From an optimization exercise on the open Yosys and OpenROAD flow, aimed at small area; shortcuts taken in it are not production practice. RTL that was checked went through simulation tests only; none was proved equivalent to the original. Power is estimated from default activity; no workload was simulated.

// scalar_kalman_filter_unit
module scalar_kalman_filter_unit (
    input  logic                                 i_clk,
    input  logic                                 i_rst_n,
    input  logic                                 i_in_valid,
    output logic                                 o_in_stall,
    input  logic signed [skf_pkg::VALUE_W-1:0]   i_sample,
    output logic                                 o_out_valid,
    input  logic                                 i_out_stall,
    output logic signed [skf_pkg::VALUE_W-1:0]   o_estimate,
    input  logic                                 i_cfg_we,
    input  logic [skf_pkg::CFG_IDX_W-1:0]        i_cfg_index,
    input  logic [skf_pkg::REG_W-1:0]            i_cfg_data
);
For scale: about 110 I/O pins, ~8100 um2 of cells after synthesis.
==> flow/config.mk <==
export PLATFORM = sky130hd
export DESIGN_NAME = scalar_kalman_filter_unit
export DESIGN_NICKNAME = scalar_kalman_filter_unit
export VERILOG_FILES = /design/flow/design.v
export SDC_FILE = /design/flow/constraint.sdc
export NUM_CORES = 4
export LEC_CHECK = 0
export CAP_MARGIN = 20
export CORE_MARGIN = 2
export CORE_UTILIZATION = 40
export SLEW_MARGIN = 20
==> flow/constraint.sdc <==
create_clock -name core_clock -period 12.0 [get_ports {i_clk}]
set_input_delay 2.4000 -clock core_clock [delete_from_list [all_inputs] [get_ports {i_clk}]]
set_output_delay 2.4000 -clock core_clock [all_outputs]
set_load 0.01 [all_outputs]
standard.sh (not shown) runs the stock make flow with config.mk's settings and CLKGATE_MAP_FILE= SYNTH_SCRIPT=/design/flow/synth_recipe.tcl, a recipe that flattens the netlist after the stock synthesis.
==> flow/flow/run.sh <==
#!/bin/bash
# Standard ORFS layout, with the smallest buffer on the ports and a clock tree
# of small buffers without dummy loads. Make's output goes to flow.log here;
# each ORFS step keeps its own log under orfs/logs.
set -euo pipefail
bash standard.sh \
  "BUFFER_PORTS_ARGS=-buffer_cell sky130_fd_sc_hd__buf_1" \
  "CTS_ARGS=-sink_clustering_enable -repair_clock_nets -buf_list sky130_fd_sc_hd__clkbuf_8 -sink_clustering_size 20 -sink_clustering_max_diameter 60 -root_buf sky130_fd_sc_hd__clkbuf_4 -tree_buf sky130_fd_sc_hd__clkbuf_4 -dont_use_dummy_load" \
  finish > flow.log 2>&1
The baseline went through all stages and came out clean.
Rerun with:
--- a/flow/design.v
+++ b/flow/design.v
@@ -42,23 +42,24 @@
 );
     logic [4:0]  r_cyc;         
     logic [4:0]  r_pc;          
     logic [2:0]  r_ph;
     logic        r_out_valid;
     logic [REG_W-1:0]   r_q, r_r;
     logic [VALUE_W-1:0] r_est;
     logic [31:0]        r_cov;   
     logic [31:0]        r_rem;   
     logic [32:0]        r_g;     
     logic [31:0]        r_smp;   
-    logic               r_qdef, r_rdef, r_covdef, r_estz;
+    logic               r_qdef, r_rdef;
+    logic               r_fresh;  
     logic r_c1, r_c2, r_c3;      
     logic r_d;                   
     logic r_gcap;                
     logic r_seen;                
     logic r_rneg;                
     logic r_satp, r_satd;        
     logic r_rz, r_s1z, r_s1m;    
     logic [REG_W-1:0]   q_reset, r_reset;
     assign q_reset = Q_RESET;
     assign r_reset = R_RESET;
     logic j0, j31;
@@ -75,25 +76,25 @@
     assign ph_idle = (r_ph == P_IDLE);
     assign ph_pre  = (r_ph == P_PRE);
     assign ph_div  = (r_ph == P_DIV);
     assign ph_emul = (r_ph == P_EMUL);
     assign ph_ecpy = (r_ph == P_ECPY);
     assign ph_cmul = (r_ph == P_CMUL);
     assign ph_ccpy = (r_ph == P_CCPY);
     assign mul     = ph_emul || ph_cmul;
     assign q_bit    = r_qdef ? q_reset[r_cyc] : r_q[r_cyc];
     assign r_bit    = r_rdef ? r_reset[r_cyc] : r_r[r_cyc];
     assign s_bit    = i_sample[r_cyc];
-    assign cov_bit  = r_covdef ? (r_cyc == 5'd30) : r_cov[0];
+    assign cov_bit  = r_fresh ? (r_cyc == 5'd30) : r_cov[0];
     assign pred_bit = r_satp || r_cov[0];
-    assign est_bit  = !r_estz && r_est[0];
+    assign est_bit  = !r_fresh && r_est[0];
     assign g_bit = j0 ? r_g[0] : r_gcap;
     assign m_bit = g_bit ^ r_seen;
     assign a_x  = ph_pre ? cov_bit : (g_bit && r_smp[0]);
     assign a_y  = ph_pre ? q_bit : (m_bit && est_bit);
     assign a_ci = !j0 && r_c1;
     skf_sadd u_add_a (.a(a_x), .b(a_y), .ci(a_ci), .s(a_s), .co(a_co));
     assign b_x  = ph_pre ? a_s : pred_bit;
     assign b_ci = !j0 && r_c2;
     skf_sadd u_add_b (.a(b_x), .b(r_bit), .ci(b_ci), .s(b_s), .co(b_co));
     assign den_bit = r_satd || b_s;
     assign sub     = !r_rneg;
@@ -106,23 +107,23 @@
     assign m_hi     = ph_emul ? (m_x ^ a_x ^ a_y ^ a_co ^ m_co) : m_co;
     assign gz     = r_rz && r_s1z && !r_satp;
     assign gm     = !gz && (r_satp || r_s1m || r_rz);
     assign gbit_w = gm || (!gz && !div_sign);
     assign cov_in   = ph_pre  ? a_s :
                       ph_ccpy ? (r_seen ? r_rem[0] : r_cov[0]) : r_cov[0];
     assign rem31_in = ph_pre ? a_s : ph_div ? m_s : (mul && j31) ? m_hi : r_rem[0];
     assign rem30_in = (mul && !j0) ? m_s : r_rem[31];
     assign g30_in   = (mul || ph_ecpy) ? r_g[0] : r_g[31];
     assign g0_in    = (ph_div && j31) ? gbit_w : r_g[1];
     assign est_sh   = ph_emul || ph_ecpy;
-    assign est_in   = ph_ecpy ? (r_seen ? r_rem[0] : (!r_estz && r_est[0])) : r_est[0];
+    assign est_in   = ph_ecpy ? (r_seen ? r_rem[0] : (!r_fresh && r_est[0])) : r_est[0];
     always_ff @(posedge i_clk) begin
         r_cov <= {cov_in, r_cov[31:1]};
         r_rem <= {rem31_in, rem30_in, r_rem[30:1]};
         r_g   <= {r_g[0], r_g[32], g30_in, r_g[30:2], g0_in};
         r_smp <= {ph_pre ? s_bit : r_smp[0], r_smp[31:1]};
         if (est_sh) r_est <= {est_in, r_est[VALUE_W-1:1]};
         r_c1 <= a_co;
         r_c2 <= b_co;
         r_c3 <= m_co;
         r_d  <= r_rem[0];
         if (j0) r_gcap <= r_g[0];
@@ -145,30 +146,28 @@
             r_seen <= mul && (r_seen || g_bit);
         end
         if (i_cfg_we && i_cfg_index == REG_PROCESS_NOISE) r_q <= i_cfg_data;
         if (i_cfg_we && i_cfg_index == REG_MEASUREMENT_NOISE) r_r <= i_cfg_data;
         if (!i_rst_n) begin
             r_cyc       <= '0;
             r_pc        <= '0;
             r_ph        <= P_IDLE;
             r_out_valid <= 1'b0;
             r_qdef      <= 1'b1;
             r_rdef      <= 1'b1;
-            r_covdef    <= 1'b1;
-            r_estz      <= 1'b1;
+            r_fresh     <= 1'b1;
         end else begin
             r_cyc <= r_cyc + 5'd1;
             if (i_cfg_we && i_cfg_index == REG_PROCESS_NOISE) r_qdef <= 1'b0;
             if (i_cfg_we && i_cfg_index == REG_MEASUREMENT_NOISE) r_rdef <= 1'b0;
-            if (ph_pre && j31) r_covdef <= 1'b0;
-            if (ph_ecpy && j31) r_estz <= 1'b0;
+            if (ph_ecpy && j31) r_fresh <= 1'b0;
             if (ph_ecpy && j31) begin
                 r_out_valid <= 1'b1;
             end else if (!i_out_stall) begin
                 r_out_valid <= 1'b0;
             end
             if (j31) begin
                 r_pc <= ((ph_div || mul) && r_pc != 5'd29) ? r_pc + 5'd1 : 5'd0;
                 case (r_ph)
                     P_IDLE: if (i_in_valid && (!r_out_valid || !i_out_stall)) r_ph <= P_PRE;
                     P_PRE:  r_ph <= P_DIV;
                     P_DIV:  if (r_pc == 5'd29) r_ph <= P_EMUL;
The new run went through all stages and came out clean.
Power grows slightly.
Non-clock buffer count goes up by 2.
Routed wire length is higher by a few percent.
Worst hold slack got worse by 0.047 ns.
Setup slack gets worse by 0.49 ns.
Core utilization rose by 0.20 points.
Area after synthesis rises slightly.
Critical path depth climbs by 2.
Global-route usage goes up by 0.62 points.
Only the layout flow was run in the second run of this note; the RTL was not checked for function there.

[what the ideal ports hide]
The results above use ideal ports. As a check the final layouts listed here were re-extracted and re-timed, cells and wires unchanged. Step 1 sets driving cells, clkbuf_16 on the clock port and buf_2 on the other inputs (assumed; they add their load-dependent delay and slew). Step 2, shift: input delay + t, output delay - t, t = (earliest + latest rising clock arrival at the registers) / 2. This alone moves slack from input paths to output paths. a / b / c = ideal ports / drivers / drivers and shift; a / b = the first two.
| run | t (ns) | setup slack, ns | hold slack, ns | slew at the worst register clock pin (ns) | cell pins on the clock port's net |
|---|---|---|---|---|---|
| the first run | 0.630 | 6.056 / 6.056 / 6.056 | 0.315 / 0.315 / 0.315 | 0.12 / 0.12 | 1 |
| the second run | 0.640 | 5.566 / 5.566 / 5.566 | 0.269 / 0.269 / 0.269 | 0.11 / 0.11 | 1 |
After both steps setup and hold are still met in every run listed.
